This design comes from an exercise in tuning for a short achievable clock period and few clock cycles on the open sky130 flow, not from production work. Where RTL was checked, it was by simulation tests only, not by an equivalence proof against the original. For run 2, only the layout was checked, not whether the RTL still works. Power is estimated from default activity; no workload was simulated.

## flow/design.v

```verilog
package dcache_pkg;
	typedef union packed {
		logic [32-1:0] word;  
		struct packed {
			logic [26-1:0]   tag;
			logic [3-1:0] index;  
			logic                   word_off;  
			logic [1:0]             byte_off;  
		} fields;
	} dc_addr_t;
endpackage
module dcache_top (
	input  logic                  CLK,
	input  logic                  nRST,
	input  dcache_pkg::dc_addr_t  dmem_addr,
	input  logic                  dmem_ren,
	input  logic                  dmem_wen,
	input  logic [32-1:0] dmem_store,
	input  logic                  halt,
	output logic                  dhit,
	output logic [32-1:0] dmem_load,
	output logic                  flushed,
	output logic                  mem_ren,
	output logic                  mem_wen,
	output logic [32-1:0] mem_addr,
	output logic [32-1:0] mem_store,
	input  logic [32-1:0] mem_load,
	input  logic                  mem_wait
);
	localparam int TW = 26;
	localparam int WW = 32;
	localparam int IW = 3;
	localparam int NS = 8;
	localparam int NF = 2 * NS;      
	localparam int BW = TW + IW;     
	localparam int NB = 4;  
	localparam int PW = 2;
	typedef enum logic [3:0] {
		st_idle,    
		st_ack,     
		st_rd,      
		st_rddone,  
		st_scan,    
		st_drain,   
		st_hitw,    
		st_done
	} state_t;
	logic [NF-1:0][TW-1:0]      tag_q;
	logic [NF-1:0]              valid_q;
	logic [NF-1:0][1:0]         wv_q;    
	logic [NF-1:0][1:0]         wd_q;    
	logic [NF-1:0][1:0][WW-1:0] data_q;
	logic [NS-1:0]              repl_q;  
	logic [NB-1:0]              wbv_q;
	logic [NB-1:0][BW-1:0]      wba_q;
	logic [NB-1:0][1:0]         wbm_q;  
	logic [NB-1:0][1:0][WW-1:0] wbd_q;
	logic [PW-1:0]              wb_head, wb_tail;
	logic          dhit_q, mren_q, mwen_q, flushed_q;
	logic [WW-1:0] load_q, maddr_q, mstore_q;
	state_t        state, state_n;
	logic          idle_q, rdst_q;  
	logic [WW-1:0] hit_count;
	logic [3:0]    fp_q;  
	assign dhit      = dhit_q;
	assign dmem_load = load_q;
	assign mem_ren   = mren_q;
	assign mem_wen   = mwen_q;
	assign mem_addr  = maddr_q;
	assign mem_store = mstore_q;
	assign flushed   = flushed_q;
	logic bus_next;  
	logic bus_done;  
	assign bus_next = (mren_q || mwen_q) && mem_wait;
	assign bus_done = (mren_q || mwen_q) && !mem_wait;
	logic          head_v;
	logic [1:0]    head_m;
	logic [BW-1:0] head_a;
	logic [WW-1:0] head_d;
	logic          hw_word;  
	logic [NB-1:0] at_head, at_tail;
	logic          wb_full, wb_pend;
	always_comb begin
		head_v = 1'b0;
		head_m = '0;
		head_a = '0;
		wb_pend = 1'b0;
		for (int e = 0; e < NB; e++) begin
			at_head[e] = (wb_head == PW'(e));
			at_tail[e] = (wb_tail == PW'(e));
			if (at_head[e]) begin
				head_v = wbv_q[e];
				head_m = wbm_q[e];
				head_a = wba_q[e];
			end
			wb_pend = wb_pend | (wbv_q[e] & (|wbm_q[e]));
		end
		hw_word = !head_m[0];
		head_d  = '0;
		for (int e = 0; e < NB; e++)
			head_d = head_d | ({WW{at_head[e]}} & wbd_q[e][hw_word]);
		wb_full = |(wbv_q & at_tail);
	end
	logic [TW-1:0] a_tag;
	logic [IW-1:0] a_set;
	logic          a_wo, req, idle;
	assign a_tag = dmem_addr.fields.tag;
	assign a_set = dmem_addr.fields.index;
	assign a_wo  = dmem_addr.fields.word_off;
	assign req   = dmem_ren || dmem_wen;
	assign idle  = idle_q;
	logic [NS-1:0]      vs_s, da_s;
	logic [NS-1:0][1:0] vm_s;
	always_comb begin
		for (int s = 0; s < NS; s++) begin
			vs_s[s] = !valid_q[2*s] ? 1'b0 : !valid_q[2*s+1] ? 1'b1 : repl_q[s];
			vm_s[s] = vs_s[s] ? wd_q[2*s+1] : wd_q[2*s];
			da_s[s] = !(|vm_s[s]) || !wb_full;
		end
	end
	logic [NS-1:0]      a_dec;
	logic [NF-1:0]      eq, hf, vf, wvf;
	logic [1:0]         m, vmask;
	logic [1:0][WW-1:0] dsel;
	logic               v, hit, wvalid, wv0, wv1, fwd, infl, can_alloc, ok;
	logic [NB-1:0]      fsel;
	logic               fo_any;  
	logic [WW-1:0]      fdat;
	always_comb begin
		for (int s = 0; s < NS; s++)
			a_dec[s] = (a_set == IW'(s));
		m         = '0;
		dsel      = '0;
		wv0       = 1'b0;
		wv1       = 1'b0;
		v         = 1'b0;
		vmask     = '0;
		can_alloc = 1'b0;
		for (int f = 0; f < NF; f++) begin
			eq[f]     = valid_q[f] && (tag_q[f] == a_tag);
			hf[f]     = eq[f] && a_dec[f/2];
			wvf[f]    = hf[f] && wv_q[f][a_wo];  
			vf[f]     = a_dec[f/2] && ((f%2) == int'(vs_s[f/2]));
			m[f%2]    = m[f%2] | hf[f];
			dsel[f%2] = dsel[f%2] | ({WW{a_dec[f/2]}} & data_q[f][a_wo]);
		end
		for (int s = 0; s < NS; s++) begin
			wv0       = wv0 | wvf[2*s];
			wv1       = wv1 | wvf[2*s+1];
			v         = v | (a_dec[s] & vs_s[s]);
			vmask     = vmask | ({2{a_dec[s]}} & vm_s[s]);
			can_alloc = can_alloc | (a_dec[s] & da_s[s]);
		end
		hit    = |m;
		wvalid = wv0 || wv1;
		fdat   = '0;
		fo_any = 1'b0;
		for (int e = 0; e < NB; e++) begin
			fo_any  = fo_any | (wbv_q[e] && wbm_q[e][!a_wo] && (wba_q[e] == {a_tag, a_set}));
			fsel[e] = wbv_q[e] && wbm_q[e][a_wo] && (wba_q[e] == {a_tag, a_set});
			fdat    = fdat | ({WW{fsel[e]}} & wbd_q[e][a_wo]);
		end
		fwd = |fsel;
		infl = mwen_q && mem_wait && maddr_q[WW-1:2] == {a_tag, a_set, a_wo};
		ok   = hit || can_alloc;
	end
	logic d_wr, d_rc, d_rf, d_rm, d_ack, d_any;
	assign d_wr  = idle && dmem_wen && ok && !infl;
	assign d_rc  = idle && dmem_ren && wvalid;
	assign d_rf  = idle && dmem_ren && !wvalid && fwd && ok;
	assign d_rm  = idle && dmem_ren && !wvalid && !fwd && ok;
	assign d_ack = d_wr || d_rc || d_rf;
	assign d_any = d_ack || d_rm;
	logic               upd_q, hit_q, wr_q, rf_q, v_q;
	logic [IW-1:0]      set_q;
	logic               wo_q;
	logic [TW-1:0]      rtag_q;
	logic [WW-1:0]      st_q, fdat_q;
	logic [1:0]         vmask_q;
	logic [NF-1:0]      vf_q, wf_q;
	logic [NB-1:0]      fsel_q;
	logic               fo_q;
	always_ff @(posedge CLK) begin
		hit_q   <= hit;
		wr_q    <= dmem_wen;
		rf_q    <= !dmem_wen && !wvalid;
		v_q     <= v;
		set_q   <= a_set;
		wo_q    <= a_wo;
		rtag_q  <= a_tag;
		st_q    <= dmem_store;
		fdat_q  <= fdat;
		vmask_q <= vmask;
		vf_q    <= vf;
		wf_q    <= hit ? hf : vf;
		fsel_q  <= fsel;
		fo_q    <= fo_any;
	end
	logic alloc, push, scan, fpush, fadv, rd_done;
	logic [1:0]         fmask;
	logic [NF-1:0]      fp_dec, pf;
	logic [BW-1:0]      push_a;
	logic [1:0]         push_m;
	logic [1:0][WW-1:0] push_d;
	logic [NS-1:0]      set_dec;
	logic [NF-1:0]      rdf_q;  
	logic               rd_on_q;  
	assign alloc   = upd_q && !hit_q;
	assign rd_done = rdst_q && rd_on_q && !mem_wait;
	always_comb begin
		fmask = '0;
		for (int f = 0; f < NF; f++) begin
			fp_dec[f] = (fp_q == 4'(f));
			fmask     = fmask | ({2{fp_dec[f]}} & wd_q[f]);
		end
		for (int s = 0; s < NS; s++)
			set_dec[s] = (set_q == IW'(s));
	end
	assign scan   = (state == st_scan);
	assign fpush  = scan && (|fmask) && !wb_full;
	assign fadv   = scan && (!(|fmask) || !wb_full);
	assign push   = (alloc && (|vmask_q)) || fpush;
	assign pf     = scan ? fp_dec : vf_q;
	assign push_m = scan ? fmask : vmask_q;
	always_comb begin
		push_a = '0;
		push_d = '0;
		for (int f = 0; f < NF; f++) begin
			push_a = push_a | ({BW{pf[f]}} & {tag_q[f], IW'(f/2)});
			push_d = push_d | ({2*WW{pf[f]}} & data_q[f]);
		end
	end
	logic rd_want, wslot, start_read, start_write, start_hitw, wr_block;
	logic head_pend, hitw_sel;
	assign rd_want     = d_rm || (rdst_q && !rd_on_q);
	assign wslot       = ((idle && (req || halt)) || rdst_q || scan || state == st_drain)
	                     && !rd_want;
	assign wr_block    = d_wr && |(fsel & at_head);
	assign head_pend   = head_v && (|head_m);
	assign hitw_sel    = (state == st_drain) && !wb_pend;
	assign start_read  = !bus_next && rd_want;
	assign start_write = !bus_next && wslot && head_pend && !wr_block
	                     && !(1 && pf_go);
	assign start_hitw  = !bus_next && hitw_sel && !push;
	logic pf_v_q, pfi_q, pfi_ok_q, pf_o_q, pfi_o_q, pf_go, start_pf, pf_fill;
	logic [NF-1:0] pf_f_q, pfi_f_q;
	logic [WW-1:0] pf_addr_q;
	assign pf_go    = pf_v_q && ((idle && req) || rdst_q) && !rd_want;
	assign start_pf = !bus_next && pf_go && !start_write;
	assign pf_fill  = pfi_q && pfi_ok_q && bus_done;
	logic pf_kill, pfi_kill;
	assign pf_kill  = (alloc && |(vf_q & pf_f_q))
	                  || (upd_q && |(wf_q & pf_f_q) && wo_q == pf_o_q && (wr_q || rf_q));
	assign pfi_kill = (alloc && |(vf_q & pfi_f_q))
	                  || (upd_q && |(wf_q & pfi_f_q) && wo_q == pfi_o_q && (wr_q || rf_q));
	logic [WW-1:0] maddr_n, mstore_n, maddr_k, mstore_k;
	always_comb begin
		if (start_read)
			maddr_n = {a_tag, a_set, a_wo, 2'b00};
		else if (start_pf)
			maddr_n = pf_addr_q;
		else if (hitw_sel)
			maddr_n = 32'h3100;
		else
			maddr_n = {head_a, hw_word, 2'b00};
		mstore_n = hitw_sel ? hit_count : head_d;
	end
	always_comb begin
		state_n = state;
		case (state)
			st_idle: begin
				if (d_ack)
					state_n = st_ack;
				else if (d_rm)
					state_n = st_rd;
				else if (halt && !req)
					state_n = st_scan;
			end
			st_ack:    state_n = st_idle;
			st_rd:     if (rd_done) state_n = st_rddone;
			st_rddone: state_n = st_idle;
			st_scan:   if (fadv && (&fp_q)) state_n = st_drain;
			st_drain:  if (start_hitw) state_n = st_hitw;
			st_hitw:   if (bus_done) state_n = st_done;
			st_done:   state_n = st_done;
			default:   state_n = st_idle;
		endcase
	end
	always_ff @(posedge CLK, negedge nRST) begin
		if (!nRST) begin
			valid_q   <= '0;
			wv_q      <= '0;
			wd_q      <= '0;
			repl_q    <= '0;
			wbv_q     <= '0;
			wbm_q     <= '0;
			wb_head   <= '0;
			wb_tail   <= '0;
			dhit_q    <= 1'b0;
			maddr_q   <= '0;
			mstore_q  <= '0;
			mren_q    <= 1'b0;
			mwen_q    <= 1'b0;
			flushed_q <= 1'b0;
			upd_q     <= 1'b0;
			rd_on_q   <= 1'b0;
			pf_v_q    <= 1'b0;
			pfi_q     <= 1'b0;
			pfi_ok_q  <= 1'b0;
			state     <= st_idle;
			idle_q    <= 1'b1;
			rdst_q    <= 1'b0;
			hit_count <= '0;
			fp_q      <= '0;
		end else begin
			upd_q  <= d_any;
			maddr_q  <= bus_next ? maddr_k : maddr_n;
			mstore_q <= bus_next ? mstore_k : mstore_n;
			dhit_q <= d_ack || rd_done;
			if (start_pf || pf_kill)
				pf_v_q <= 1'b0;
			if (alloc)
				pf_v_q <= !fo_q;  
			if (start_pf) begin
				pfi_q    <= 1'b1;
				pfi_ok_q <= !pf_kill;
			end else begin
				if (bus_done)
					pfi_q <= 1'b0;
				if (pfi_kill)
					pfi_ok_q <= 1'b0;
			end
			for (int f = 0; f < NF; f++) begin
				if (pf_fill && pfi_f_q[f])
					wv_q[f][pfi_o_q] <= 1'b1;
				if (alloc && vf_q[f]) begin
					valid_q[f] <= 1'b1;
					wv_q[f]    <= 2'b00;
					wd_q[f]    <= 2'b00;
				end
				for (int o = 0; o < 2; o++) begin
					if (upd_q && wf_q[f] && wo_q == 1'(o)) begin
						if (wr_q) begin
							wv_q[f][o] <= 1'b1;
							wd_q[f][o] <= 1'b1;
						end
						if (rf_q && state == st_ack)
							wv_q[f][o] <= 1'b1;  
					end
					if (rd_done && rdf_q[f] && wo_q == 1'(o))
						wv_q[f][o] <= 1'b1;
				end
			end
			for (int s = 0; s < NS; s++)
				if (alloc && set_dec[s])
					repl_q[s] <= !v_q;
			if (upd_q && hit_q)
				hit_count <= hit_count + 1'b1;
			for (int e = 0; e < NB; e++) begin
				if (at_head[e]) begin
					if (start_write) begin
						wbm_q[e][hw_word] <= 1'b0;
						if (!head_m[!hw_word])
							wbv_q[e] <= 1'b0;
					end else if (head_v && !(|head_m)) begin
						wbv_q[e] <= 1'b0;
					end
				end
				if (upd_q && wr_q && fsel_q[e])
					wbm_q[e][wo_q] <= 1'b0;
				if (push && at_tail[e]) begin
					wbv_q[e] <= 1'b1;
					wbm_q[e] <= push_m;
				end
			end
			if (start_write ? !head_m[!hw_word] : (head_v && !(|head_m)))
				wb_head <= wb_head + 1'b1;
			if (push)
				wb_tail <= wb_tail + 1'b1;
			if (!bus_next) begin
				mren_q <= start_read || start_pf;
				mwen_q <= start_write || start_hitw;
			end
			if (start_read)
				rd_on_q <= 1'b1;
			else if (rd_done)
				rd_on_q <= 1'b0;
			state   <= state_n;
			idle_q  <= (state_n == st_idle);
			rdst_q  <= (state_n == st_rd);
			if (scan && fadv)
				fp_q <= fp_q + 1'b1;
			if (state == st_hitw && bus_done)
				flushed_q <= 1'b1;
		end
	end
	always_ff @(posedge CLK) begin
		if (!bus_next) begin
			maddr_k  <= maddr_n;
			mstore_k <= mstore_n;
		end
		if (rdst_q)
			load_q <= mem_load;
		else
			load_q <= ({WW{wv0}} & dsel[0]) | ({WW{wv1}} & dsel[1])
			          | ({WW{!wvalid}} & fdat);
		if (upd_q && rdst_q)
			rdf_q <= wf_q;
		if (alloc) begin
			pf_f_q    <= vf_q;
			pf_o_q    <= !wo_q;
			pf_addr_q <= {rtag_q, set_q, !wo_q, 2'b00};
		end
		if (start_pf) begin
			pfi_f_q <= pf_f_q;
			pfi_o_q <= pf_o_q;
		end
		for (int f = 0; f < NF; f++) begin
			if (pf_fill && pfi_f_q[f])
				data_q[f][pfi_o_q] <= mem_load;
			if (alloc && vf_q[f])
				tag_q[f] <= rtag_q;
			for (int o = 0; o < 2; o++) begin
				if (upd_q && wf_q[f] && wo_q == 1'(o) && (wr_q || (rf_q && state == st_ack)))
					data_q[f][o] <= wr_q ? st_q : fdat_q;
				if (rd_done && rdf_q[f] && wo_q == 1'(o))
					data_q[f][o] <= mem_load;
			end
		end
		for (int e = 0; e < NB; e++)
			if (push && at_tail[e]) begin
				wba_q[e] <= push_a;
				wbd_q[e] <= push_d;
			end
	end
endmodule
```

## flow/flow/run.sh

```bash
#!/bin/bash
# The standard layout, with two changes to how it is made:
# - the input and output ports get plain buffers (buf_4) instead of the
#   delay-cell buffers that buffer_ports picks on its own
# - timing repair aims at a larger setup margin than config.mk may set
# The make output goes to flow_make.log; each ORFS step keeps its own log
# under orfs/logs.
set -euo pipefail
bash standard.sh \
	"BUFFER_PORTS_ARGS=-buffer_cell sky130_fd_sc_hd__buf_4" \
	"SETUP_SLACK_MARGIN=6.0" \
	finish > flow_make.log 2>&1
```

## flow/standard.sh

```bash
#!/bin/bash
# synth_recipe.tcl (not shown) runs the flow's synth.tcl, then flattens the netlist and writes it again
# the make line also repeats each setting of config.mk as NAME=value (left out here)
make -C /OpenROAD-flow-scripts/flow DESIGN_CONFIG=/design/flow/config.mk WORK_HOME=/design/flow/orfs CLKGATE_MAP_FILE= SYNTH_SCRIPT=/design/flow/synth_recipe.tcl "${@:-finish}"
```

## flow/config.mk

```make
export PLATFORM = sky130hd
export DESIGN_NAME = dcache_top
export DESIGN_NICKNAME = dcache_top
export VERILOG_FILES = /design/flow/design.v
export SDC_FILE = /design/flow/constraint.sdc
export NUM_CORES = 4
export LEC_CHECK = 0
export ABC_CLOCK_PERIOD_IN_PS = 2500
export CAP_MARGIN = 20
export CORE_MARGIN = 2
export CORE_UTILIZATION = 45
export SETUP_SLACK_MARGIN = 5.0
export SLEW_MARGIN = 20
export TNS_END_PERCENT = 100
```

## flow/constraint.sdc

```tcl
create_clock -name core_clock -period 9.0 [get_ports {CLK}]
set_input_delay 1.8000 -clock core_clock [delete_from_list [all_inputs] [get_ports {CLK}]]
set_output_delay 1.8000 -clock core_clock [all_outputs]
set_load 0.01 [all_outputs]
```

==> metrics.yaml, run 1 <==
ys.flop_type: "sky130_fd_sc_hd__dfxtp_1"
inserted_clock_buffers: 278
postCtsHoldBufs: 0
syn_area_per_cell_um2: 10.02
die_height_um: 498.0
post-dp-hpwl_um: 343800
post_synth_inst_count: 10960
gr-usage-all-layers: 0.6435
rows: 181
synth_edf_count: 899
effective_utilization_at_floorplan: 0.4519
port-buffer-count: 199
grt.overflow.total: 6
dpl_worst_slack_ps: 2325
yosys_register_bits: 2343
ys_async_rst_share: 0.09347
syn_area_um2: 109800
numClockSinks: 2343
error_message: "[ERROR GRT-0232] Routing congestion too high. Check the congestion heatmap in the GUI."
ios: 202
cts-htree-levels: 5
grt_start_max_net_pins: 122
haltStage: "global routing (5_1_grt)"
max-clock-path-buffers: 4
run_status: "did not finish"
ys_warn_count: 1
dieWidth_um: 498.0
synth_cell_type_count: 84
syn_nets: 11080
synth_seq_area_share: 0.5190
globalplace.congestion: 1.024
cts_root_buf: "sky130_fd_sc_hd__clkbuf_16"
[synth_stat cells (all sizes together) (27+ instances only)]
| cell type | n | area (um^2) |
|---|---|---|
| o22ai | 1243 | 7776 |
| a31oi | 33 | 206.5 |
| a21oi | 1118 | 5599 |
| o22a | 35 | 306.5 |
| o21ai | 197 | 985.9 |
| dfrtp | 218 | 5455 |
| nor3 | 41 | 210.2 |
| o311ai | 28 | 245.2 |
| inv | 100 | 375.4 |
| edfxtp | 899 | 27000 |
| and2 | 46 | 287.8 |
| nor4 | 115 | 734.4 |
| nand2 | 427 | 1605 |
| nand3 | 125 | 625.6 |
| mux2i | 626 | 6266 |
| a22o | 421 | 3687 |
| dfxtp | 1225 | 24520 |
| mux2 | 138 | 1554 |
| a22oi | 145 | 1089 |
| o221ai | 40 | 350.3 |
| clkbuf | 868 | 3281 |
| a21boi | 31 | 232.7 |
| a221oi | 384 | 3381 |
| xor2 | 193 | 1690 |
| xnor2 | 407 | 3602 |
| o2111ai | 27 | 236.5 |
| buf | 281 | 1276 |
| nand4 | 232 | 1458 |
| nor2 | 1147 | 4308 |
[metal layers]
layer  GRT usage  overflow
met4      0.5551         0
met2      0.7274         0
met3      0.5571         0
met1      0.6764         0
met5      0.4816         6
[worst max-delay path by stage]
stage	slack (ps)	startpoint	end
after CTS	4990	dmem_addr[31]	pfi_f_q[10]
after detailed placement	2330	dmem_addr[4]	rdst_q
after global placement	2300	dmem_addr[4]	rdst_q
after floorplan	4460	dmem_addr[10]	pfi_f_q[0]
[power groups by stage]
stage	Combinational (uW)	Sequential, uW	Clock (uW)
after CTS	16200	18500	11100
after global placement	12800	18400	0
after floorplan	8460	17300	0
after detailed placement	13100	18600	0
[metrics by stage]
step,cells,area [um^2]
after floorplan,10960,113400
after global placement,13450,114600
after detailed placement,13450,114600
after CTS,14510,136800
[logic make-up after synthesis]
logic type,count (synthesis),synth area share
compound gates,3773,0.2249
flops,2343,0.5190
simple gates,2217,0.08941
buf+inv,1249,0.04491
mux,768,0.07203
xor+xnor,600,0.04819
fa+ha+maj,13,0.001481
other cells,1,0.00003415
[what timing repair did]
item                       in CTS
setup endpoints to repair    2588
gates cloned                  128
pin swaps                     251
setup buffers                 458
gates resized for setup      1279
Testbench counts, summed over its fixed seeds: cycles 11,492.
==> run 2: changes to the inputs <==
--- a/flow/design.v
+++ b/flow/design.v
@@ -33,8 +33,8 @@
 	localparam int NS = 8;
 	localparam int NF = 2 * NS;      
 	localparam int BW = TW + IW;     
-	localparam int NB = 4;  
-	localparam int PW = 2;
+	localparam int NB = 8;  
+	localparam int PW = 3;
 	typedef enum logic [3:0] {
 		st_idle,    
 		st_ack,     
@@ -59,7 +59,7 @@
 	logic          dhit_q, mren_q, mwen_q, flushed_q;
 	logic [WW-1:0] load_q, maddr_q, mstore_q;
 	state_t        state, state_n;
-	logic          idle_q, rdst_q;  
+	logic          idle_q, rdst_q, stall_q;  
 	logic [WW-1:0] hit_count;
 	logic [3:0]    fp_q;  
 	assign dhit      = dhit_q;
@@ -164,8 +164,9 @@
 		infl = mwen_q && mem_wait && maddr_q[WW-1:2] == {a_tag, a_set, a_wo};
 		ok   = hit || can_alloc;
 	end
+	logic start_write, wr_block;  
 	logic d_wr, d_rc, d_rf, d_rm, d_ack, d_any;
-	assign d_wr  = idle && dmem_wen && ok && !infl;
+	assign d_wr  = idle && dmem_wen && ok && !infl && !(start_write && wr_block);
 	assign d_rc  = idle && dmem_ren && wvalid;
 	assign d_rf  = idle && dmem_ren && !wvalid && fwd && ok;
 	assign d_rm  = idle && dmem_ren && !wvalid && !fwd && ok;
@@ -230,23 +231,25 @@
 			push_d = push_d | ({2*WW{pf[f]}} & data_q[f]);
 		end
 	end
-	logic rd_want, wslot, start_read, start_write, start_hitw, wr_block;
+	logic rq_slot, wslot, rd_want, start_read, start_hitw;
 	logic head_pend, hitw_sel;
-	assign rd_want     = d_rm || (rdst_q && !rd_on_q);
-	assign wslot       = ((idle && (req || halt)) || rdst_q || scan || state == st_drain)
-	                     && !rd_want;
-	assign wr_block    = d_wr && |(fsel & at_head);
+	assign rq_slot     = (idle && dmem_ren && !stall_q) || (rdst_q && !rd_on_q);
+	assign wslot       = (idle && (dmem_wen || halt || stall_q)) || (rdst_q && rd_on_q)
+	                     || scan || state == st_drain;
+	assign rd_want     = (d_rm && !stall_q) || (rdst_q && !rd_on_q);
+	assign wr_block    = |(fsel & at_head) && hw_word == a_wo;
 	assign head_pend   = head_v && (|head_m);
 	assign hitw_sel    = (state == st_drain) && !wb_pend;
 	assign start_read  = !bus_next && rd_want;
-	assign start_write = !bus_next && wslot && head_pend && !wr_block
-	                     && !(1 && pf_go);
+	assign start_write = !bus_next && wslot && head_pend && !pf_sel;
 	assign start_hitw  = !bus_next && hitw_sel && !push;
 	logic pf_v_q, pfi_q, pfi_ok_q, pf_o_q, pfi_o_q, pf_go, start_pf, pf_fill;
 	logic [NF-1:0] pf_f_q, pfi_f_q;
 	logic [WW-1:0] pf_addr_q;
-	assign pf_go    = pf_v_q && ((idle && req) || rdst_q) && !rd_want;
-	assign start_pf = !bus_next && pf_go && !start_write;
+	logic pf_sel;
+	assign pf_go    = pf_v_q && ((idle && dmem_wen) || (rdst_q && rd_on_q));
+	assign pf_sel   = pf_go && (1 || !head_pend);
+	assign start_pf = !bus_next && pf_sel;
 	assign pf_fill  = pfi_q && pfi_ok_q && bus_done;
 	logic pf_kill, pfi_kill;
 	assign pf_kill  = (alloc && |(vf_q & pf_f_q))
@@ -255,9 +258,9 @@
 	                  || (upd_q && |(wf_q & pfi_f_q) && wo_q == pfi_o_q && (wr_q || rf_q));
 	logic [WW-1:0] maddr_n, mstore_n, maddr_k, mstore_k;
 	always_comb begin
-		if (start_read)
+		if (rq_slot)
 			maddr_n = {a_tag, a_set, a_wo, 2'b00};
-		else if (start_pf)
+		else if (pf_sel)
 			maddr_n = pf_addr_q;
 		else if (hitw_sel)
 			maddr_n = 32'h3100;
@@ -310,6 +313,7 @@
 			state     <= st_idle;
 			idle_q    <= 1'b1;
 			rdst_q    <= 1'b0;
+			stall_q   <= 1'b0;
 			hit_count <= '0;
 			fp_q      <= '0;
 		end else begin
@@ -388,6 +392,7 @@
 			state   <= state_n;
 			idle_q  <= (state_n == st_idle);
 			rdst_q  <= (state_n == st_rd);
+			stall_q <= idle && req && !d_any;
 			if (scan && fadv)
 				fp_q <= fp_q + 1'b1;
 			if (state == st_hitw && bus_done)
@@ -402,8 +407,7 @@
 		if (rdst_q)
 			load_q <= mem_load;
 		else
-			load_q <= ({WW{wv0}} & dsel[0]) | ({WW{wv1}} & dsel[1])
-			          | ({WW{!wvalid}} & fdat);
+			load_q <= ({WW{wv0}} & dsel[0]) | ({WW{wv1}} & dsel[1]) | fdat;
 		if (upd_q && rdst_q)
 			rdf_q <= wf_q;
 		if (alloc) begin
@@ -411,7 +415,7 @@
 			pf_o_q    <= !wo_q;
 			pf_addr_q <= {rtag_q, set_q, !wo_q, 2'b00};
 		end
-		if (start_pf) begin
+		if (!bus_next) begin
 			pfi_f_q <= pf_f_q;
 			pfi_o_q <= pf_o_q;
 		end
==> run 2 against run 1 <==
Compared with the run above: the flow again stops in global routing (5_1_grt); synthesized cell count grew 13%; area after synthesis is 17% higher.
==> metrics.yaml, run 2 <==
syn_area_per_cell_um2: 10.38  # +3.6%
post_synth_inst_count: 12340  # +13%
synth_cell_type_count: 80  # -4.8%
ys.flop_type: "sky130_fd_sc_hd__edfxtp_1"
globalplace.congestion: 1.032  # +0.72%
synth_edf_count: 1271  # +41%
syn_area_um2: 128000  # +17%
post-dp-hpwl_um: 382200  # +11%
ys_warn_count: 1  # unchanged
cts-htree-levels: 5  # unchanged
rows: 195  # +7.7%
effective_utilization_at_floorplan: 0.4532  # +0.001266
cts_root_buf: "sky130_fd_sc_hd__clkbuf_16"
error_message: "[ERROR GRT-0232] Routing congestion too high. Check the congestion heatmap in the GUI."
run_status: "did not finish"
numClockSinks: 2734  # +17%
synth_seq_area_share: 0.5359  # +0.01692
synth.top_cells.by_area: "sky130_fd_sc_hd__edfxtp_1 30%, sky130_fd_sc_hd__dfxtp_1 19%, sky130_fd_sc_hd__o22ai_1 6.7%, sky130_fd_sc_hd__mux2i_1 6.5%, sky130_fd_sc_hd__dfrtp_1 4.6%"
syn_nets: 12460  # +12%
grt.overflow.total: 1
post-synth-top-count-cell: "sky130_fd_sc_hd__o22ai_1"
ios: 202  # unchanged
dieWidth_um: 537.4  # +7.9%
netlist_top_cells_count: "1381 x sky130_fd_sc_hd__o22ai_1, 1271 x sky130_fd_sc_hd__edfxtp_1, 1229 x sky130_fd_sc_hd__dfxtp_1, 1213 x sky130_fd_sc_hd__nor2_1, 1163 x sky130_fd_sc_hd__a21oi_1"
synth.largest_area_cell: "sky130_fd_sc_hd__edfxtp_1"
dpl_worst_slack_ps: 2937  # +612.2 ps
yosys_register_bits: 2734  # +17%
die_height_um: 537.4  # +7.9%
gr-usage-all-layers: 0.5938
inserted_clock_buffers: 303  # +9.0%
dp.cells: 15300  # +14%
grt_start_max_net_pins: 146
haltStage: "global routing (5_1_grt)"
postCtsHoldBufs: 0  # unchanged
synth_top_cell_area_share: 0.2981  # +0.05225
ys_async_rst_share: 0.08559  # -0.007881
max-clock-path-buffers: 4  # unchanged
port-buffer-count: 199  # unchanged
run 2: cell types whose count changed after synthesis, sizes merged, moves of 37 or more:
| cell | before | now |
|---|---|---|
| edfxtp | 899 | 1271 |
| mux2i | 626 | 829 |
| o22ai | 1243 | 1381 |
| nand2 | 427 | 546 |
| xor2 | 193 | 297 |
| a22oi | 145 | 50 |
| a221oi | 384 | 459 |
| nor2 | 1147 | 1213 |
| nor4 | 115 | 173 |
| clkbuf | 868 | 924 |
| a21oi | 1118 | 1163 |
| nor3 | 41 | 84 |
| o21ai | 197 | 234 |
run 2: logic make-up after synthesis:
kind of cell / synth area share
buffers and inverters: 0.04264
AOI/OAI and AO/OA: 0.2074
DFF: 0.5359
and+or+nand+nor: 0.08704
other: 0.00002929
xor gates and xnor gates: 0.04891
adders and majority gates: 0.001661
muxes: 0.07641
run 2: timing repair:
item | in CTS
gates resized for setup | 1651
buffers inserted | 578
cloned | 169
setup endpoints to repair | 3317
pin swaps | 376
run 2: worst max-delay path by stage:
stage,start,end,slack (ps),cells past startpoint
2_1_floorplan,dmem_addr[8],dhit_q,5040,11
3_3_place_gp,dmem_addr[4],load_q[5],2950,10
3_5_place_dp,dmem_addr[4],load_q[5],2940,10
4_1_cts,dmem_addr[15],dhit_q,5270,12
run 2: routing by layer:
layer	GRT overflow	GRT usage
met5	0	0.3156
met4	0	0.5261
met3	1	0.4725
met2	0	0.7077
met1	0	0.6262
run 2: power groups by stage:
stage | combinational (uW) | sequential (uW) | clock (uW)
floorplan | 10000 | 19600 | 0
detailed placement | 15400 | 20900 | 0
global placement | 15100 | 20800 | 0
CTS | 20100 | 20700 | 12400
run 2: through the flow:
stage | total power [uW] | cell area [um^2] | util
after CTS | 53160 | 160100 | 0.5668
after detailed placement | 36280 | 133500 | 0.4726
after global placement | 35820 | 133500 | 0.4726
after floorplan | 29650 | 132500 | -
==> run 3: changes to the inputs <==
--- a/flow/design.v
+++ b/flow/design.v
@@ -34,7 +34,6 @@
 	localparam int NF = 2 * NS;      
 	localparam int BW = TW + IW;     
 	localparam int NB = 8;  
-	localparam int PW = 3;
 	typedef enum logic [3:0] {
 		st_idle,    
 		st_ack,     
@@ -55,7 +54,7 @@
 	logic [NB-1:0][BW-1:0]      wba_q;
 	logic [NB-1:0][1:0]         wbm_q;  
 	logic [NB-1:0][1:0][WW-1:0] wbd_q;
-	logic [PW-1:0]              wb_head, wb_tail;
+	logic [NB-1:0]              at_head, at_tail;  
 	logic          dhit_q, mren_q, mwen_q, flushed_q;
 	logic [WW-1:0] load_q, maddr_q, mstore_q;
 	state_t        state, state_n;
@@ -78,27 +77,21 @@
 	logic [BW-1:0] head_a;
 	logic [WW-1:0] head_d;
 	logic          hw_word;  
-	logic [NB-1:0] at_head, at_tail;
 	logic          wb_full, wb_pend;
 	always_comb begin
 		head_v = 1'b0;
 		head_m = '0;
 		head_a = '0;
 		wb_pend = 1'b0;
+		head_d  = '0;
 		for (int e = 0; e < NB; e++) begin
-			at_head[e] = (wb_head == PW'(e));
-			at_tail[e] = (wb_tail == PW'(e));
-			if (at_head[e]) begin
-				head_v = wbv_q[e];
-				head_m = wbm_q[e];
-				head_a = wba_q[e];
-			end
+			head_v  = head_v | (at_head[e] & wbv_q[e]);
+			head_m  = head_m | ({2{at_head[e]}} & wbm_q[e]);
+			head_a  = head_a | ({BW{at_head[e]}} & wba_q[e]);
+			head_d  = head_d | ({WW{at_head[e]}} & (wbm_q[e][0] ? wbd_q[e][0] : wbd_q[e][1]));
 			wb_pend = wb_pend | (wbv_q[e] & (|wbm_q[e]));
 		end
 		hw_word = !head_m[0];
-		head_d  = '0;
-		for (int e = 0; e < NB; e++)
-			head_d = head_d | ({WW{at_head[e]}} & wbd_q[e][hw_word]);
 		wb_full = |(wbv_q & at_tail);
 	end
 	logic [TW-1:0] a_tag;
@@ -235,7 +228,9 @@
 	logic head_pend, hitw_sel;
 	assign rq_slot     = (idle && dmem_ren && !stall_q) || (rdst_q && !rd_on_q);
 	assign wslot       = (idle && (dmem_wen || halt || stall_q)) || (rdst_q && rd_on_q)
-	                     || scan || state == st_drain;
+	                     || scan || state == st_drain
+	                     || (((state == st_ack && !(wr_q && |(fsel_q & at_head))) || state == st_rddone)
+	                         && (wb_full || |(wbv_q & {at_tail[NB-2:0], at_tail[NB-1]})));
 	assign rd_want     = (d_rm && !stall_q) || (rdst_q && !rd_on_q);
 	assign wr_block    = |(fsel & at_head) && hw_word == a_wo;
 	assign head_pend   = head_v && (|head_m);
@@ -297,8 +292,8 @@
 			repl_q    <= '0;
 			wbv_q     <= '0;
 			wbm_q     <= '0;
-			wb_head   <= '0;
-			wb_tail   <= '0;
+			at_head   <= NB'(1);
+			at_tail   <= NB'(1);
 			dhit_q    <= 1'b0;
 			maddr_q   <= '0;
 			mstore_q  <= '0;
@@ -378,9 +373,9 @@
 				end
 			end
 			if (start_write ? !head_m[!hw_word] : (head_v && !(|head_m)))
-				wb_head <= wb_head + 1'b1;
+				at_head <= {at_head[NB-2:0], at_head[NB-1]};
 			if (push)
-				wb_tail <= wb_tail + 1'b1;
+				at_tail <= {at_tail[NB-2:0], at_tail[NB-1]};
 			if (!bus_next) begin
 				mren_q <= start_read || start_pf;
 				mwen_q <= start_write || start_hitw;
--- a/flow/config.mk
+++ b/flow/config.mk
@@ -8,7 +8,7 @@
 export ABC_CLOCK_PERIOD_IN_PS = 2500
 export CAP_MARGIN = 20
 export CORE_MARGIN = 2
-export CORE_UTILIZATION = 45
+export CORE_UTILIZATION = 30
 export SETUP_SLACK_MARGIN = 5.0
 export SLEW_MARGIN = 20
 export TNS_END_PERCENT = 100
==> run 3 against run 2 <==
Compared with the run above: the run again fails in global routing (5_1_grt); synthesized cell count rose by 0.22%; area after synthesis grew 0.86%.
==> metrics.yaml, run 3 <==
grt_start_max_net_pins: 76
max-clock-path-buffers: 4  # unchanged
run_status: "did not finish"
ys_async_rst_share: 0.08892  # +0.003332
netlist_top_cells_count: "1458 x sky130_fd_sc_hd__o22ai_1, 1271 x sky130_fd_sc_hd__edfxtp_1, 1229 x sky130_fd_sc_hd__dfxtp_1, 1180 x sky130_fd_sc_hd__nor2_1, 1157 x sky130_fd_sc_hd__a21oi_1"
cts_root_buf: "sky130_fd_sc_hd__clkbuf_16"
syn_area_per_cell_um2: 10.45  # +0.64%
ys.flop_type: "sky130_fd_sc_hd__edfxtp_1"
effective_utilization_at_floorplan: 0.3018  # -0.1514
numClockSinks: 2744  # +0.37%
gr-usage-all-layers: 0.4338
ios: 202  # unchanged
post-synth-top-count-cell: "sky130_fd_sc_hd__o22ai_1"
inserted_clock_buffers: 292  # -3.6%
synth_top_cell_area_share: 0.2955  # -0.002555
post-dp-hpwl_um: 412000  # +7.8%
syn_nets: 12470  # +0.12%
synth_cell_type_count: 80  # unchanged
grt.overflow.total: 1
post_synth_inst_count: 12370  # +0.22%
cts-htree-levels: 5  # unchanged
error_message: "[ERROR GRT-0232] Routing congestion too high. Check the congestion heatmap in the GUI."
synth_seq_area_share: 0.5333  # -0.002638
synth.top_cells.by_area: "sky130_fd_sc_hd__edfxtp_1 30%, sky130_fd_sc_hd__dfxtp_1 19%, sky130_fd_sc_hd__mux2i_1 7.8%, sky130_fd_sc_hd__o22ai_1 7.1%, sky130_fd_sc_hd__dfrtp_1 4.7%"
postCtsHoldBufs: 0  # unchanged
port-buffer-count: 199  # unchanged
haltStage: "global routing (5_1_grt)"
syn_area_um2: 129200  # +0.86%
rows: 240  # +23%
yosys_register_bits: 2744  # +0.37%
synth.largest_area_cell: "sky130_fd_sc_hd__edfxtp_1"
dieWidth_um: 660.1  # +23%
globalplace.congestion: 1.051  # +1.9%
ys_warn_count: 1  # unchanged
synth_edf_count: 1271  # unchanged
die_height_um: 660.1  # +23%
[run 3: kinds of logic after synthesis]
kind of cell    Yosys count  synth area share
flops                  2744            0.5333
mux                    1122           0.08807
buf+inv                1337           0.04121
xor+xnor                717           0.04868
other cells               1        0.00002903
compound gates         3949            0.1991
simple gates           2490           0.08907
fa+ha+maj                 5         0.0004844
[run 3: through the flow]
| stage | cells | setup slack (ps) | total power, uW | instance area (um^2) | hold slack, ps |
|---|---|---|---|---|---|
| after CTS | 18540 | 5224 | 45910 | 164600 | 446.9 |
| after global placement | 17310 | 2684 | 30810 | 137300 | 429.6 |
| after detailed placement | 17320 | 2690 | 31050 | 137400 | 425.0 |
| after floorplan | 12370 | 4994 | 25960 | 133600 | 402.6 |
[run 3: worst min path at each step]
stage,start,end,cells after the start
after global placement,fo_q,pf_v_q,1
after floorplan,fo_q,pf_v_q,1
after CTS,fo_q,pf_v_q,1
after detailed placement,fo_q,pf_v_q,1
[run 3: per-layer routing]
layer | track usage | GRT overflow
met3 | 0.3484 | 1
met5 | 0.2487 | 0
met1 | 0.4323 | 0
met4 | 0.4064 | 0
met2 | 0.5321 | 0
[run 3: timing repair]
item,in CTS
gates cloned,204
gates resized for setup,1566
pin swaps,244
buffers inserted,498
endpoints found under the setup margin,2867
[run 3: power by group through the flow]
stage	logic [uW]	clock network (uW)	registers [uW]
CTS	13100	12600	20200
detailed placement	10800	0	20300
global placement	10600	0	20200
floorplan	6950	0	19000
Testbench counts of run 3, summed over its fixed seeds: cycles 11,308.
==> run 4: changes to the inputs <==
==> flow/flow/run.sh (replaced) <==
#!/bin/bash
# The standard layout, with one change to how it is made: the input
# and output ports get plain buffers (buf_4) instead of the delay-cell
# buffers that buffer_ports picks on its own.
# The make output goes to flow_make.log; each ORFS step keeps its own log
# under orfs/logs.
set -euo pipefail
bash standard.sh \
	"BUFFER_PORTS_ARGS=-buffer_cell sky130_fd_sc_hd__buf_4" \
	finish > flow_make.log 2>&1
--- a/flow/config.mk
+++ b/flow/config.mk
@@ -8,7 +8,7 @@
 export ABC_CLOCK_PERIOD_IN_PS = 2500
 export CAP_MARGIN = 20
 export CORE_MARGIN = 2
-export CORE_UTILIZATION = 30
+export CORE_UTILIZATION = 25
 export SETUP_SLACK_MARGIN = 5.0
 export SLEW_MARGIN = 20
 export TNS_END_PERCENT = 100
==> run 4 against run 3 <==
Compared with the run above: the run now finishes clean; synthesized cell count is the same; area after synthesis unchanged.
==> metrics.yaml, run 4 <==
run_status: "complete, no violations"
grt_pass1_wl_um: 962300
synthToLayoutAreaGrowth_pct: 17.78
nFillCells: 52720
gr-usage-all-layers: 0.2643
max-clock-path-buffers: 4  # unchanged
maxCapViolations: 0
clk_pin_slew_ps: 60
crit_path_end_kind: "flop"
cp.arrival_ps: 5100
final_layout_size_suffix_gt1_frac: 0.1368
slew-limit-headroom: 0.1163
stdcell_area_um2: 152100
total_leakage_power_uw: 0.05429
largest_register_ffs: 992
die_height_um: 722.8  # +9.5%
finalClockSkew_ps: 96.01
max_stage_delay_ps: 840
final_max_slew_viol_count: 0
initial_antenna_violation_count: 83
ys_warn_count: 1  # unchanged
cts_root_buf: "sky130_fd_sc_hd__clkbuf_16"
critical_path.cell_chain: "nor2_1 -> nand2_1 -> or2_2 -> buf_6 -> nand2_1 -> o21ai_4 -> buf_4 -> buf_4 -> a22o_1 -> a221oi_1 -> nand4_1"
layout.cells.most_common_list: "1451 x sky130_fd_sc_hd__o22ai_1, 1271 x sky130_fd_sc_hd__edfxtp_1, 1227 x sky130_fd_sc_hd__dfxtp_1"
post-dp-hpwl_um: 416500  # +1.1%
rows: 263  # +9.6%
power.ir.vdd_worst_v: 0.0002004
rr_worst_depth: 11
syn_area_per_cell_um2: 10.45  # unchanged
remaining_drc_errors: 0
via_count_of_the_first_global_routing_pass: 111700
final_count_of_hold_timing_violations: 0
worstSetupPathType: "reg2reg"
effective_utilization_at_floorplan: 0.2514  # -0.05039
syn_area_um2: 129200  # unchanged
regToRegStartpoint: "state[1]"
leading_cell_type_in_the_layout_fill_and_taps_excluded: "sky130_fd_sc_hd__o22ai_1"
dieWidth_um: 722.8  # +9.5%
fin_crit_sh: 0.5211
setup_repair_after_global_routing_missed_its_margin: "yes"
reg2reg_slack_ps: 4310
yosys_register_bits: 2744  # unchanged
max_slew.worst_pin.slew_ps: 1326
crit_reg_reg_endpoint: "wbd_q[433]"
critPathLaunchType: "flop"
globalplace.congestion: 1.016  # -3.3%
ys.flop_type: "sky130_fd_sc_hd__edfxtp_1"
worstHoldStart: "maddr_k[26]"
numClockSinks: 2744  # unchanged
clock_tree_from_tritoncts: "yes"
fin_crit_ps: 4690
required_ps: 9410
hp-class: "reg2reg"
ios: 202  # unchanged
wl_um: 733400
grt.overflow.total: 0
max_flop_register: "data_q"
post_synth_inst_count: 12370  # unchanged
ys_async_rst_share: 0.08892  # unchanged
netlist_top_cells_count: "1458 x sky130_fd_sc_hd__o22ai_1, 1271 x sky130_fd_sc_hd__edfxtp_1, 1229 x sky130_fd_sc_hd__dfxtp_1, 1180 x sky130_fd_sc_hd__nor2_1, 1157 x sky130_fd_sc_hd__a21oi_1"
total_iterations_of_the_first_detailed_routing_run: 11
post_dp_cell_area_um2: 138300  # +0.69%
clock_latency_reported_for_the_late_side_of_the_worst_skew_pair_ps: 1030
inserted_clock_buffers: 290  # -0.68%
detailedRoute.firstIterationViolations: 24760
route.detailed.wl_per_inst_um: 37.86
drt-vias-per-instance: 6.435
slowest_stage: "sky130_fd_sc_hd__nand4_1"
postCtsHoldBufs: 0  # unchanged
port-buffer-count: 199  # unchanged
post-synth-top-count-cell: "sky130_fd_sc_hd__o22ai_1"
core-area_um2: 513700
antenna_violating_nets_post_route: 0
route.vias.total: 124700
hold_path_end: "maddr_k[26]"
cp_max_fo: 44
die-area_um2: 522400
reg.largest.list: "data_q: 992 flops, wbd_q: 512 flops, tag_q: 416 flops"
syn_nets: 12470  # unchanged
fin_setup_tns_ps: 0
synth_top_cell_area_share: 0.2955  # unchanged
finalSetupViolations: 0
timing.fmax_mhz: 213.2
synth_edf_count: 1271  # unchanged
synth_cell_type_count: 80  # unchanged
grt_start_max_net_pins: 154
synth_seq_area_share: 0.5333  # unchanged
synth.top_cells.by_area: "sky130_fd_sc_hd__edfxtp_1 30%, sky130_fd_sc_hd__dfxtp_1 19%, sky130_fd_sc_hd__mux2i_1 7.8%, sky130_fd_sc_hd__o22ai_1 7.1%, sky130_fd_sc_hd__dfrtp_1 4.7%"
synth.largest_area_cell: "sky130_fd_sc_hd__edfxtp_1"
cts-htree-levels: 5  # unchanged
timing.hold.worst_path_depth: 2
final_nets: 12240
cellPowerDensity_nw_per_um2: 297.7
run 4: cell counts after synthesis:
Identical to the previous run, type by type.
run 4: worst max-delay path: cells and delay by family (launching register included):
family          cells  cell delay (ps)
buf+inv             3             1140
flops               1              420
simple gates        5             1780
compound gates      3              570
run 4: how the worst max path moves through the flow:
stage	startpoint	end	depth (start not counted)
2_1_floorplan	dmem_addr[27]	rdst_q	11
3_3_place_gp	dmem_addr[7]	load_q[15]	11
3_5_place_dp	dmem_addr[7]	load_q[15]	11
4_1_cts	state[1]	wbd_q[226]	9
5_1_grt	state[1]	wbd_q[241]	10
6_report	state[1]	wbd_q[433]	11
run 4: final cells by class:
type                       count  area, um^2  share of cell area
timing repair buffer         680        6561             0.04313
sequential                  2744       68900              0.4529
clock buffer                 396        8274             0.05439
clock inverter               136        1451            0.009541
antenna                      105       262.8            0.001727
inverter                     120       505.5            0.003323
timing repair inverter         9       76.32           0.0005017
tap                         6890        8621             0.05667
multi-input combinational   8291       57470              0.3778
run 4: routing by layer:
layer,vias up,global-route usage,share of wire,routed length (um)
met3,4437,0.1346,0.16,120600
met1,60230,0.3101,0.34,248700
met2,12960,0.3572,0.39,282600
met4,48,0.2104,0.11,79700
met5,-,0.01905,0.0023,1722
li1,46990,-,-,-
run 4: what timing repair did:
item	in CTS	in global routing
setup buffers	62	94
pin swaps	32	63
resized for setup	258	133
endpoints found under the setup margin	1985	1624
cloned	17	8
run 4: metrics by stage:
stage / hold slack [ps] / cells / total power [uW] / utilization / worst slack [ps]
2_1_floorplan: 402.6 / 12370 / 25690 / - / 4973
3_3_place_gp: 429.4 / 18550 / 30790 / 0.2693 / 2538
3_5_place_dp: 435.7 / 18550 / 31050 / 0.2693 / 2527
4_1_cts: 463.0 / 19160 / 43620 / 0.2925 / 4318
5_1_grt: 489.7 / 19290 / 46110 / 0.2958 / 4522
6_report: 459.7 / 19370 / 45280 / 0.2961 / 4310
run 4: cell families (layout without fill, tap and decap cells):
group / count (synthesis) / after routing / synth area share
AO/OA/AOI/OAI: 3949 / 3953 / 0.1991
XOR/XNOR: 717 / 717 / 0.04868
flip-flops: 2744 / 2744 / 0.5333
buffers and inverters: 1337 / 1341 / 0.04121
multiplexers: 1122 / 1122 / 0.08807
other: 1 / 106 / 0.00002903
AND/OR/NAND/NOR: 2490 / 2493 / 0.08907
adder cells (fa/ha/maj): 5 / 5 / 0.0004844
run 4: power breakdown:
part | internal [uW] | switching, uW | leakage, uW | total, uW
registers | 17100 | 3080 | 0.0248 | 20200
clock network | 7090 | 5640 | 0.00478 | 12700
logic | 4480 | 7920 | 0.0247 | 12400
total | 28600 | 16600 | 0.0543 | 45300

[port drivers added, routing unchanged]
How much do the figures lean on ideal ports? The routed layout below was timed once more, with nothing changed but the port constraints. Step 1: set_driving_cell puts a clkbuf_16 on CLK and a buf_2 on each other input, an assumption about the parent block. Step 2, shift: input delay + t, output delay - t, t = (earliest + latest rising clock arrival at the registers) / 2. This alone moves slack from input paths to output paths. Three values: no drivers, after step 1, after step 2; two values: the first two.
run: run 4
t (ns): 1.091
setup WS [ns]: 4.310 / 4.310 / 3.639
worst setup path at the end: input to register
slew at the worst register clock pin (ns): 0.07 / 0.07
After both steps run 4 still meets setup and hold. For run 4, drivers alone change the setup slack by 0.000 ns; drivers and shift together by -0.671 ns.
